This design comes from an exercise in tuning for small area, a short achievable clock period and few clock cycles per item on the open sky130 flow, not from production work. Function was checked by simulation only, so behaviour that the tests miss may differ from the original. No activity file was given, so power comes from the tool's default toggle rates.

**flow/constraint.sdc**
```tcl
create_clock -name core_clock -period 7.0 [get_ports {clk}]
set_input_delay 1.4000 -clock core_clock [delete_from_list [all_inputs] [get_ports {clk}]]
set_output_delay 1.4000 -clock core_clock [all_outputs]
set_load 0.01 [all_outputs]
```
**flow/design.v**
```verilog
`timescale 1ns/1ps
`default_nettype none
package int_pipe_pkg;
    typedef logic [31:0] word_t;
    typedef logic [31:0] instr_t;
    typedef logic [4:0]  reg_addr_t;
    typedef logic [4:0]  shamt_t;
    typedef enum logic [2:0]
    {
        ALU_ADD  = 3'b000,
        ALU_SUB  = 3'b001,
        ALU_SLT  = 3'b010,
        ALU_SLTU = 3'b011,
        ALU_AND  = 3'b100,
        ALU_NOR  = 3'b101,
        ALU_OR   = 3'b110,
        ALU_XOR  = 3'b111
    } alu_op_e;
    typedef enum logic [1:0]
    {
        SFT_LUI = 2'b00,
        SFT_SLL = 2'b01,
        SFT_SRA = 2'b10,
        SFT_SRL = 2'b11
    } sft_op_e;
    typedef enum logic [1:0]
    {
        OUT_ALU   = 2'b00,
        OUT_SHIFT = 2'b01,
        OUT_MOVE  = 2'b10,
        OUT_NONE  = 2'b11
    } out_sel_e;
    localparam logic [5:0] OP_SPECIAL = 6'b000000;
    localparam logic [5:0] OP_ADDI    = 6'b001000;
    localparam logic [5:0] OP_ADDIU   = 6'b001001;
    localparam logic [5:0] OP_SLTI    = 6'b001010;
    localparam logic [5:0] OP_SLTIU   = 6'b001011;
    localparam logic [5:0] OP_ANDI    = 6'b001100;
    localparam logic [5:0] OP_ORI     = 6'b001101;
    localparam logic [5:0] OP_XORI    = 6'b001110;
    localparam logic [5:0] OP_LUI     = 6'b001111;
    localparam logic [5:0] FN_SLL  = 6'b000000;
    localparam logic [5:0] FN_SRL  = 6'b000010;
    localparam logic [5:0] FN_SRA  = 6'b000011;
    localparam logic [5:0] FN_SLLV = 6'b000100;
    localparam logic [5:0] FN_SRLV = 6'b000110;
    localparam logic [5:0] FN_SRAV = 6'b000111;
    localparam logic [5:0] FN_MOVZ = 6'b001010;
    localparam logic [5:0] FN_MOVN = 6'b001011;
    localparam logic [5:0] FN_SYNC = 6'b001111;
    localparam logic [5:0] FN_ADD  = 6'b100000;
    localparam logic [5:0] FN_ADDU = 6'b100001;
    localparam logic [5:0] FN_SUB  = 6'b100010;
    localparam logic [5:0] FN_SUBU = 6'b100011;
    localparam logic [5:0] FN_AND  = 6'b100100;
    localparam logic [5:0] FN_OR   = 6'b100101;
    localparam logic [5:0] FN_XOR  = 6'b100110;
    localparam logic [5:0] FN_NOR  = 6'b100111;
    localparam logic [5:0] FN_SLT  = 6'b101010;
    localparam logic [5:0] FN_SLTU = 6'b101011;
endpackage
`default_nettype wire
`timescale 1ns/1ps
`default_nettype none
import int_pipe_pkg::*;
module instr_decoder (
    input  logic                    clk,
    input  logic                    reset,
    input  logic                    in_valid,
    output logic                    in_ready,
    input  int_pipe_pkg::instr_t    instr,
    input  int_pipe_pkg::word_t     rs_data,
    input  int_pipe_pkg::word_t     rt_data,
    output logic                    down_valid,
    input  logic                    down_ready,
    output int_pipe_pkg::alu_op_e   down_alu_op,
    output int_pipe_pkg::sft_op_e   down_sft_op,
    output int_pipe_pkg::out_sel_e  down_out_sel,
    output logic                    down_srcb_imm,         
    output logic                    down_sft_var,          
    output logic                    down_reg_write,
    output logic                    down_move_on_zero,
    output logic                    down_move_on_nonzero,
    output logic                    down_reserved,
    output int_pipe_pkg::reg_addr_t down_dest,
    output int_pipe_pkg::word_t     down_rs_val,
    output int_pipe_pkg::word_t     down_rt_val,
    output int_pipe_pkg::word_t     down_imm_ext,
    output int_pipe_pkg::shamt_t    down_shamt
);
    logic [5:0] opcode;
    logic [5:0] funct;
    logic [15:0] imm;
    int_pipe_pkg::alu_op_e    alu_op;
    int_pipe_pkg::sft_op_e    sft_op;
    int_pipe_pkg::out_sel_e   out_sel;
    logic       srcb_imm;
    logic       sft_var;
    logic       reg_write;
    logic       move_on_zero;
    logic       move_on_nonzero;
    logic       reserved;
    logic       imm_sign;
    logic       rd_dest;
    int_pipe_pkg::reg_addr_t  dest;
    int_pipe_pkg::word_t      imm_ext;
    assign opcode = instr[31:26];
    assign funct  = instr[5:0];
    assign imm    = instr[15:0];
    always_comb
    begin
        alu_op          = ALU_ADD;
        sft_op          = SFT_LUI;
        out_sel         = OUT_ALU;
        srcb_imm        = 1'b1;
        sft_var         = 1'b0;
        reg_write       = 1'b1;
        move_on_zero    = 1'b0;
        move_on_nonzero = 1'b0;
        reserved        = 1'b0;
        imm_sign        = 1'b0;
        rd_dest         = 1'b0;
        case (opcode)
            OP_SPECIAL:
            begin
                srcb_imm = 1'b0;
                rd_dest  = 1'b1;
                case (funct)
                    FN_ADD, FN_ADDU: alu_op = ALU_ADD;    
                    FN_SUB, FN_SUBU: alu_op = ALU_SUB;
                    FN_SLT:          alu_op = ALU_SLT;
                    FN_SLTU:         alu_op = ALU_SLTU;
                    FN_AND:          alu_op = ALU_AND;
                    FN_OR:           alu_op = ALU_OR;
                    FN_XOR:          alu_op = ALU_XOR;
                    FN_NOR:          alu_op = ALU_NOR;
                    FN_SLL, FN_SLLV:
                    begin
                        out_sel = OUT_SHIFT;
                        sft_op  = SFT_SLL;
                        sft_var = funct[2];       
                    end
                    FN_SRL, FN_SRLV:
                    begin
                        out_sel = OUT_SHIFT;
                        sft_op  = SFT_SRL;
                        sft_var = funct[2];
                    end
                    FN_SRA, FN_SRAV:
                    begin
                        out_sel = OUT_SHIFT;
                        sft_op  = SFT_SRA;
                        sft_var = funct[2];
                    end
                    FN_MOVZ:
                    begin
                        out_sel      = OUT_MOVE;
                        reg_write    = 1'b0;      
                        move_on_zero = 1'b1;
                    end
                    FN_MOVN:
                    begin
                        out_sel         = OUT_MOVE;
                        reg_write       = 1'b0;
                        move_on_nonzero = 1'b1;
                    end
                    FN_SYNC:
                    begin
                        out_sel   = OUT_NONE;
                        reg_write = 1'b0;
                    end
                    default:
                    begin
                        out_sel   = OUT_NONE;
                        reg_write = 1'b0;
                        reserved  = 1'b1;
                    end
                endcase
            end
            OP_ADDI, OP_ADDIU:
            begin
                alu_op   = ALU_ADD;
                imm_sign = 1'b1;
            end
            OP_SLTI:
            begin
                alu_op   = ALU_SLT;
                imm_sign = 1'b1;
            end
            OP_SLTIU:
            begin
                alu_op   = ALU_SLTU;
                imm_sign = 1'b1;
            end
            OP_ANDI: alu_op  = ALU_AND;
            OP_ORI:  alu_op  = ALU_OR;
            OP_XORI: alu_op  = ALU_XOR;
            OP_LUI:  out_sel = OUT_SHIFT;
            default:
            begin
                out_sel   = OUT_NONE;
                reg_write = 1'b0;
                reserved  = 1'b1;
            end
        endcase
    end
    assign dest    = rd_dest ? instr[15:11] : instr[20:16];
    assign imm_ext = imm_sign ? {{16{imm[15]}}, imm} : {16'h0000, imm};
    assign in_ready = !down_valid || down_ready;
    always_ff @(posedge clk)
    begin
        if (reset)
            down_valid <= 1'b0;
        else if (in_ready)
            down_valid <= in_valid;
    end
    always_ff @(posedge clk)
    begin
        if (in_valid && in_ready)
        begin
            down_alu_op          <= alu_op;
            down_sft_op          <= sft_op;
            down_out_sel         <= out_sel;
            down_srcb_imm        <= srcb_imm;
            down_sft_var         <= sft_var;
            down_reg_write       <= reg_write;
            down_move_on_zero    <= move_on_zero;
            down_move_on_nonzero <= move_on_nonzero;
            down_reserved        <= reserved;
            down_dest            <= dest;
            down_rs_val          <= rs_data;
            down_rt_val          <= rt_data;
            down_imm_ext         <= imm_ext;
            down_shamt           <= instr[10:6];
        end
    end
endmodule
`default_nettype wire
`timescale 1ns/1ps
`default_nettype none
import int_pipe_pkg::*;
module exec_unit (
    input  logic                    clk,
    input  logic                    reset,
    input  logic                    up_valid,
    output logic                    up_ready,
    input  int_pipe_pkg::alu_op_e   up_alu_op,
    input  int_pipe_pkg::sft_op_e   up_sft_op,
    input  int_pipe_pkg::out_sel_e  up_out_sel,
    input  logic                    up_srcb_imm,
    input  logic                    up_sft_var,
    input  logic                    up_reg_write,
    input  logic                    up_move_on_zero,
    input  logic                    up_move_on_nonzero,
    input  logic                    up_reserved,
    input  int_pipe_pkg::reg_addr_t up_dest,
    input  int_pipe_pkg::word_t     up_rs_val,
    input  int_pipe_pkg::word_t     up_rt_val,
    input  int_pipe_pkg::word_t     up_imm_ext,
    input  int_pipe_pkg::shamt_t    up_shamt,
    output logic                    down_valid,
    input  logic                    down_ready,
    output int_pipe_pkg::word_t     down_alu_res,
    output int_pipe_pkg::word_t     down_sft_res,
    output int_pipe_pkg::word_t     down_move_val,
    output logic                    down_rt_zero,
    output int_pipe_pkg::out_sel_e  down_out_sel,
    output logic                    down_reg_write,
    output logic                    down_move_on_zero,
    output logic                    down_move_on_nonzero,
    output logic                    down_reserved,
    output int_pipe_pkg::reg_addr_t down_dest
);
    int_pipe_pkg::word_t  srcb;
    int_pipe_pkg::word_t  alu_res;
    int_pipe_pkg::word_t  sft_res;
    int_pipe_pkg::shamt_t sft_amt;
    assign srcb    = up_srcb_imm ? up_imm_ext : up_rt_val;
    assign sft_amt = up_sft_var ? up_rs_val[4:0] : up_shamt;
    always_comb
    begin
        case (up_alu_op)
            ALU_ADD:  alu_res = up_rs_val + srcb;
            ALU_SUB:  alu_res = up_rs_val - srcb;
            ALU_SLT:  alu_res = {31'b0, $signed(up_rs_val) < $signed(srcb)};
            ALU_SLTU: alu_res = {31'b0, up_rs_val < srcb};
            ALU_AND:  alu_res = up_rs_val & srcb;
            ALU_NOR:  alu_res = ~(up_rs_val | srcb);
            ALU_OR:   alu_res = up_rs_val | srcb;
            ALU_XOR:  alu_res = up_rs_val ^ srcb;
            default:  alu_res = '0;
        endcase
    end
    always_comb
    begin
        case (up_sft_op)
            SFT_LUI: sft_res = {up_imm_ext[15:0], 16'h0000};
            SFT_SLL: sft_res = up_rt_val << sft_amt;
            SFT_SRA: sft_res = $signed(up_rt_val) >>> sft_amt;    
            SFT_SRL: sft_res = up_rt_val >> sft_amt;
            default: sft_res = '0;
        endcase
    end
    assign up_ready = !down_valid || down_ready;
    always_ff @(posedge clk)
    begin
        if (reset)
            down_valid <= 1'b0;
        else if (up_ready)
            down_valid <= up_valid;
    end
    always_ff @(posedge clk)
    begin
        if (up_valid && up_ready)
        begin
            down_alu_res         <= alu_res;
            down_sft_res         <= sft_res;
            down_move_val        <= up_rs_val;
            down_rt_zero         <= (up_rt_val == '0);    
            down_out_sel         <= up_out_sel;
            down_reg_write       <= up_reg_write;
            down_move_on_zero    <= up_move_on_zero;
            down_move_on_nonzero <= up_move_on_nonzero;
            down_reserved        <= up_reserved;
            down_dest            <= up_dest;
        end
    end
endmodule
`default_nettype wire
`timescale 1ns/1ps
`default_nettype none
import int_pipe_pkg::*;
module result_stage (
    input  logic                     clk,
    input  logic                     reset,
    input  logic                     up_valid,
    output logic                     up_ready,
    input  int_pipe_pkg::word_t      up_alu_res,
    input  int_pipe_pkg::word_t      up_sft_res,
    input  int_pipe_pkg::word_t      up_move_val,
    input  logic                     up_rt_zero,
    input  int_pipe_pkg::out_sel_e   up_out_sel,
    input  logic                     up_reg_write,
    input  logic                     up_move_on_zero,
    input  logic                     up_move_on_nonzero,
    input  logic                     up_reserved,
    input  int_pipe_pkg::reg_addr_t  up_dest,
    output logic                     out_valid,
    input  logic                     out_ready,
    output logic                     out_wen,
    output int_pipe_pkg::reg_addr_t  out_dest,
    output int_pipe_pkg::word_t      out_data,
    output logic                     out_reserved
);
    int_pipe_pkg::word_t     sel_data;
    int_pipe_pkg::reg_addr_t sel_dest;
    logic      sel_wen;
    always_comb
    begin
        case (up_out_sel)
            OUT_ALU:   sel_data = up_alu_res;
            OUT_SHIFT: sel_data = up_sft_res;
            OUT_MOVE:  sel_data = up_move_val;
            default:   sel_data = '0;           
        endcase
    end
    assign sel_dest = (up_out_sel == OUT_NONE) ? '0 : up_dest;
    assign sel_wen  = up_reg_write
                   || (up_move_on_zero && up_rt_zero)
                   || (up_move_on_nonzero && !up_rt_zero);
    assign up_ready = !out_valid || out_ready;
    always_ff @(posedge clk)
    begin
        if (reset)
            out_valid <= 1'b0;
        else if (up_ready)
            out_valid <= up_valid;
    end
    always_ff @(posedge clk)
    begin
        if (up_valid && up_ready)
        begin
            out_wen      <= sel_wen;
            out_dest     <= sel_dest;
            out_data     <= sel_data;
            out_reserved <= up_reserved;
        end
    end
endmodule
`default_nettype wire
`timescale 1ns/1ps
`default_nettype none
import int_pipe_pkg::*;
module int_pipe_top (
    input  logic                     clk,
    input  logic                     reset,
    input  logic                     in_valid,
    output logic                     in_ready,
    input  int_pipe_pkg::instr_t     instr,
    input  int_pipe_pkg::word_t      rs_data,
    input  int_pipe_pkg::word_t      rt_data,
    output logic                     out_valid,
    input  logic                     out_ready,
    output logic                     out_wen,
    output int_pipe_pkg::reg_addr_t  out_dest,
    output int_pipe_pkg::word_t      out_data,
    output logic                     out_reserved
);
    logic      de_valid;
    logic      de_ready;
    int_pipe_pkg::alu_op_e   de_alu_op;
    int_pipe_pkg::sft_op_e   de_sft_op;
    int_pipe_pkg::out_sel_e  de_out_sel;
    logic      de_srcb_imm;
    logic      de_sft_var;
    logic      de_reg_write;
    logic      de_move_on_zero;
    logic      de_move_on_nonzero;
    logic      de_reserved;
    int_pipe_pkg::reg_addr_t de_dest;
    int_pipe_pkg::word_t     de_rs_val;
    int_pipe_pkg::word_t     de_rt_val;
    int_pipe_pkg::word_t     de_imm_ext;
    int_pipe_pkg::shamt_t    de_shamt;
    logic      er_valid;
    logic      er_ready;
    int_pipe_pkg::word_t     er_alu_res;
    int_pipe_pkg::word_t     er_sft_res;
    int_pipe_pkg::word_t     er_move_val;
    logic      er_rt_zero;
    int_pipe_pkg::out_sel_e  er_out_sel;
    logic      er_reg_write;
    logic      er_move_on_zero;
    logic      er_move_on_nonzero;
    logic      er_reserved;
    int_pipe_pkg::reg_addr_t er_dest;
    instr_decoder u_instr_decoder (
        .clk                  (clk),
        .reset                (reset),
        .in_valid             (in_valid),
        .in_ready             (in_ready),
        .instr                (instr),
        .rs_data              (rs_data),
        .rt_data              (rt_data),
        .down_valid           (de_valid),
        .down_ready           (de_ready),
        .down_alu_op          (de_alu_op),
        .down_sft_op          (de_sft_op),
        .down_out_sel         (de_out_sel),
        .down_srcb_imm        (de_srcb_imm),
        .down_sft_var         (de_sft_var),
        .down_reg_write       (de_reg_write),
        .down_move_on_zero    (de_move_on_zero),
        .down_move_on_nonzero (de_move_on_nonzero),
        .down_reserved        (de_reserved),
        .down_dest            (de_dest),
        .down_rs_val          (de_rs_val),
        .down_rt_val          (de_rt_val),
        .down_imm_ext         (de_imm_ext),
        .down_shamt           (de_shamt)
    );
    exec_unit u_exec_unit (
        .clk                  (clk),
        .reset                (reset),
        .up_valid             (de_valid),
        .up_ready             (de_ready),
        .up_alu_op            (de_alu_op),
        .up_sft_op            (de_sft_op),
        .up_out_sel           (de_out_sel),
        .up_srcb_imm          (de_srcb_imm),
        .up_sft_var           (de_sft_var),
        .up_reg_write         (de_reg_write),
        .up_move_on_zero      (de_move_on_zero),
        .up_move_on_nonzero   (de_move_on_nonzero),
        .up_reserved          (de_reserved),
        .up_dest              (de_dest),
        .up_rs_val            (de_rs_val),
        .up_rt_val            (de_rt_val),
        .up_imm_ext           (de_imm_ext),
        .up_shamt             (de_shamt),
        .down_valid           (er_valid),
        .down_ready           (er_ready),
        .down_alu_res         (er_alu_res),
        .down_sft_res         (er_sft_res),
        .down_move_val        (er_move_val),
        .down_rt_zero         (er_rt_zero),
        .down_out_sel         (er_out_sel),
        .down_reg_write       (er_reg_write),
        .down_move_on_zero    (er_move_on_zero),
        .down_move_on_nonzero (er_move_on_nonzero),
        .down_reserved        (er_reserved),
        .down_dest            (er_dest)
    );
    result_stage u_result_stage (
        .clk                (clk),
        .reset              (reset),
        .up_valid           (er_valid),
        .up_ready           (er_ready),
        .up_alu_res         (er_alu_res),
        .up_sft_res         (er_sft_res),
        .up_move_val        (er_move_val),
        .up_rt_zero         (er_rt_zero),
        .up_out_sel         (er_out_sel),
        .up_reg_write       (er_reg_write),
        .up_move_on_zero    (er_move_on_zero),
        .up_move_on_nonzero (er_move_on_nonzero),
        .up_reserved        (er_reserved),
        .up_dest            (er_dest),
        .out_valid          (out_valid),
        .out_ready          (out_ready),
        .out_wen            (out_wen),
        .out_dest           (out_dest),
        .out_data           (out_data),
        .out_reserved       (out_reserved)
    );
endmodule
`default_nettype wire
```
**flow/config.mk**
```make
export PLATFORM = sky130hd
export DESIGN_NAME = int_pipe_top
export DESIGN_NICKNAME = int_pipe_top
export VERILOG_FILES = /design/flow/design.v
export SDC_FILE = /design/flow/constraint.sdc
export NUM_CORES = 4
export LEC_CHECK = 0
export CAP_MARGIN = 20
export CORE_MARGIN = 2
export CORE_UTILIZATION = 40
export SLEW_MARGIN = 20
```
**flow/run.sh**
```bash
#!/bin/bash
# synth_recipe.tcl (not shown) runs the flow's synth.tcl, then flattens the netlist and writes it again
# the make line also repeats each setting of config.mk as NAME=value (left out here)
make -C /OpenROAD-flow-scripts/flow DESIGN_CONFIG=/design/flow/config.mk WORK_HOME=/design/flow/orfs CLKGATE_MAP_FILE= SYNTH_SCRIPT=/design/flow/synth_recipe.tcl finish
```
==> run notes <==
[state kept, by name (all words and copies together), names as in the netlist, 13 cells and up]
signal / count
u_exec_unit.down_move_val: 32
u_exec_unit.down_sft_res: 32
u_instr_decoder.down_imm_ext: 13
u_instr_decoder.down_rs_val: 32
u_exec_unit.down_alu_res: 32
u_result_stage.out_data: 32
u_instr_decoder.down_rt_val: 32
[through the flow]
stage	power [mW]	utilization	worst slack, ns	hold WS (ns)	area [µm²]
2_1_floorplan	2.92	-	1.99	0.400	18400
3_3_place_gp	3.44	0.447	2.54	0.403	20300
3_5_place_dp	3.44	0.447	2.49	0.405	20300
4_1_cts	5.02	0.468	2.48	0.419	21200
5_1_grt	5.24	0.468	2.20	0.424	21300
6_report	5.01	0.468	2.33	0.416	21300
[power groups by stage]
stage / combinational, mW / sequential, mW / clock (mW)
after floorplan: 1.06 / 1.86 / 0
after global placement: 1.51 / 1.93 / 0
after detailed placement: 1.52 / 1.93 / 0
after CTS: 1.53 / 1.90 / 1.59
after global routing: 1.69 / 1.91 / 1.65
final: 1.56 / 1.90 / 1.55
[worst reg2reg max path, delay by kind of cell (launching register included)]
family	cells	cell delay [ns]
muxes	1	0.38
DFF	1	0.32
and+or+nand+nor	1	0.36
AOI/OAI and AO/OA	7	2.19
buffers and inverters	3	0.80
adders and majority gates	1	0.47
[synth_stat cells, drive strengths merged (18+ instances only)]
cell    instances
mux2           28
nand2         183
o211ai         38
and3           18
clkbuf         97
nor3           30
o21ai         146
nand3          31
o22ai          29
buf            43
ha             97
edfxtp        246
nor2          181
a21o           20
inv           115
mux2i         177
a21oi         165
a211oi         29
[cell families after synthesis]
logic type,after synthesis
mux,215
fa+ha+maj,99
flops,249
simple gates,537
xor+xnor,7
buf+inv,255
compound gates,602
[path summary, 6_finish.rpt]
check | end | slack, ns | cells past startpoint
worst max-delay path | u_exec_unit.down_alu_res[30]$_DFFE_PP_ | 2.33 | 13
worst min-delay path | u_exec_unit.down_reg_write$_DFFE_PP_ | 0.42 | 0
worst max register to register | u_exec_unit.down_alu_res[30]$_DFFE_PP_ | 2.33 | 13
worst min register to register | u_exec_unit.down_reg_write$_DFFE_PP_ | 0.42 | 0
[final cells by class]
class / instances / area (µm²)
Clock inverter: 23 / 246
Tap cell: 600 / 751
Antenna cell: 1 / 2.50
Fill cell: 4292 / 24100
Timing Repair Buffer: 163 / 1590
Clock buffer: 29 / 726
Inverter: 115 / 434
Sequential cell: 249 / 7450
Multi-Input combinational cell: 1460 / 10100
[layout by cell type (no fill, tap or decap), types with 14 or more instances in the layout]
cell / n
or3_1: 15
nor4_1: 17
nor2_1: 181
a31oi_1: 14
clkdlybuf4s50_1: 135
o21ai_1: 25
o211ai_1: 38
edfxtp_1: 246
mux2i_1: 172
nand2_1: 182
a211oi_1: 28
o22ai_1: 29
a21o_1: 20
clkbuf_16: 29
and3_1: 18
buf_4: 26
ha_1: 97
inv_1: 111
a21oi_1: 164
nor3_1: 28
mux2_2: 27
nand3_1: 31
o21ai_0: 121
[layer usage]
metal  wire [µm]  GRT usage  vias to the layer above  part of all wire
met2       29600      0.426                      740              0.44
met1       29100      0.378                     7974              0.43
met4        2570      0.103                        0             0.038
met5           0          0                        -                 0
met3        5670     0.0597                      114             0.085
li1            -          -                     7448                 -
==> qor.yml <==
drt:
  post_drt_wl_per_cell_um: 25.3
  num_vias: 16300
  drtAntennaViolNets: 0
  viasPerCell: 6.17
  remaining_drc_errors: 0
  firstDrtPassIters: 6
  wl_um: 66900
  initialDrtViolationCount: 1802
finish:
  layout.cells.non_filler: 2640
  nets: 2216
  layout-drive-gt1-share: 0.0741
  area_growth_syn_to_layout_pct: 15.4
worst_setup_path:
  cp_max_fo: 18
  required_ns: 7.42
  path_delay_family: "compound AO/OA/AOI/OAI gates"
  crit_path_start: "u_instr_decoder.down_srcb_imm$_DFFE_PP_"
  cp_data_arrival_time_ns: 5.09
  crit_chain: "buf_4, inv_1, a21oi_1, ha_1, inv_2, o21ai_0, o211a_1, o41ai_1, nand4_1, a211oi_1, o2bb2ai_1, mux2_2, o211ai_1"
  r2r_start: "u_instr_decoder.down_srcb_imm$_DFFE_PP_"
  worst_setup_path_start_kind: "flip-flop"
  path_class: "reg2reg"
  cpMaxStageDelayCell: "o41ai_1"
  cp_num_buf_inv: 3
  worst_path_largest_cell_delay_ns: 0.65
  endpoint_kind: "flip-flop"
global_routing:
  grt_pass1_vias: 15500
  grt_usage: 0.276
  grt_first_pass_wirelength_um: 98700
  antenna_found_initial: 2
  grt_max_degree: 109
  grt-ovfl-total: 0
yosys:
  synth_top_family_by_area: "compound AO/OA/AOI/OAI gates"
  synth_top_area_share: 0.401
  synth_enable_flop_cells: 246
  seq_area_frac_synth: 0.404
  synth-compound-area-share: 0.213
  synthArstFlopShare: 0
  synthCells: 1964
  synth_top_cell_by_area: "edfxtp_1"
  synth_mux_area_frac: 0.126
  synth.avg_cell_area_um2: 9.38
  synth-xor-area-share: 0.00333
  yosys_warnings: 3
  synthDistinctLibCells: 85
  synthTopCellsByArea: "edfxtp_1 40%, mux2i_1 9.6%, ha_1 6.6%"
  synth.net_count: 2163
  synthAdderAreaFrac: 0.0681
  ys.flop_type: "edfxtp_1"
  synth_area_mm2: 0.0184
  ys_ff_latch: 249
  synthSimpleGateAreaFrac: 0.130
clocking:
  tritoncts: "done"
  cts_made_buffers: 28
  cts_root_buf: "clkbuf_16"
  cts_resized: 0
  cts_setup_buffers: 0
  clock-sinks: 249
  h-tree-depth: 1
  clock_latency_ns: 0.57
  ctsHoldBuffers: 0
  clk_pin_slew_worst_paths_ns: 0.06
  clockBufferDepth: 3
power:
  p_switching_mw: 1.75
  share_clk_of_total_power: 0.309
  seq_power_share: 0.379
  p_sw_frac: 0.350
  p_int_mw: 3.26
  pwr-share-comb: 0.312
  power.density_mw_per_mm2: 236
  ir_drop_uv: 160
  p_leak_nw: 8.22
timing:
  finalClockSkew_ns: 0.00846
  relSlewSlack: 0.259
  setup_viol: 0
  fmax_mhz: 214
  fin_tns_setup_ns: 0
  rsz0062_at_grt: "no"
  slew_viol_final: 0
  layout_worst_path_cycle_share: 0.667
  final-hold-violation-count: 0
  fin_crit_ns: 4.67
  tightest_slew_ns: 1.11
floorplan:
  die_area_mm2: 0.0478
  io_pins: 141
  initial_core_util: 0.406
  dieHeight_um: 219
  fp.coreArea_mm2: 0.0454
  rows: 78
  die_x_um: 219
place:
  place_congestion: 1.00
  post-dp-hpwl_um: 47200
  dp.cells: 2587
  port_buffers: 135
status:
  status: "finished clean"
job:
  cap_violations: 0
worst_hold_path:
  min_path_type: "reg2reg"
  min_from: "u_instr_decoder.down_reg_write$_DFFE_PP_"
Testbench counts, summed over its fixed seeds: cycles 16,024, items 16,000.

## re-timing with driven ports
Ports are ideal in the flow. The routed layout listed here was re-timed in OpenROAD.
Step 1, drivers: a clkbuf_16 drives clk and a buf_2 each remaining input, both assumed.
Step 2 times the ports against the registers' clock, not the clock port: input delays grow and output delays shrink by t, the midpoint of the rising clock arrivals with the driver on.
a / b / c = no drivers / after step 1 / after step 2; a / b = the first two.
t (ns): 0.625
setup slack, ns: 2.330 / 2.330 / 2.330
latest minus earliest clock arrival (ns): 0.009 / 0.009
worst slew at a driven data input, ns: 0.05
cell pins on the clock port's net: 1
After both steps this run still meets setup and hold. The setup slack of this run moves by 0.000 ns with the drivers and by 0.000 ns with both steps.
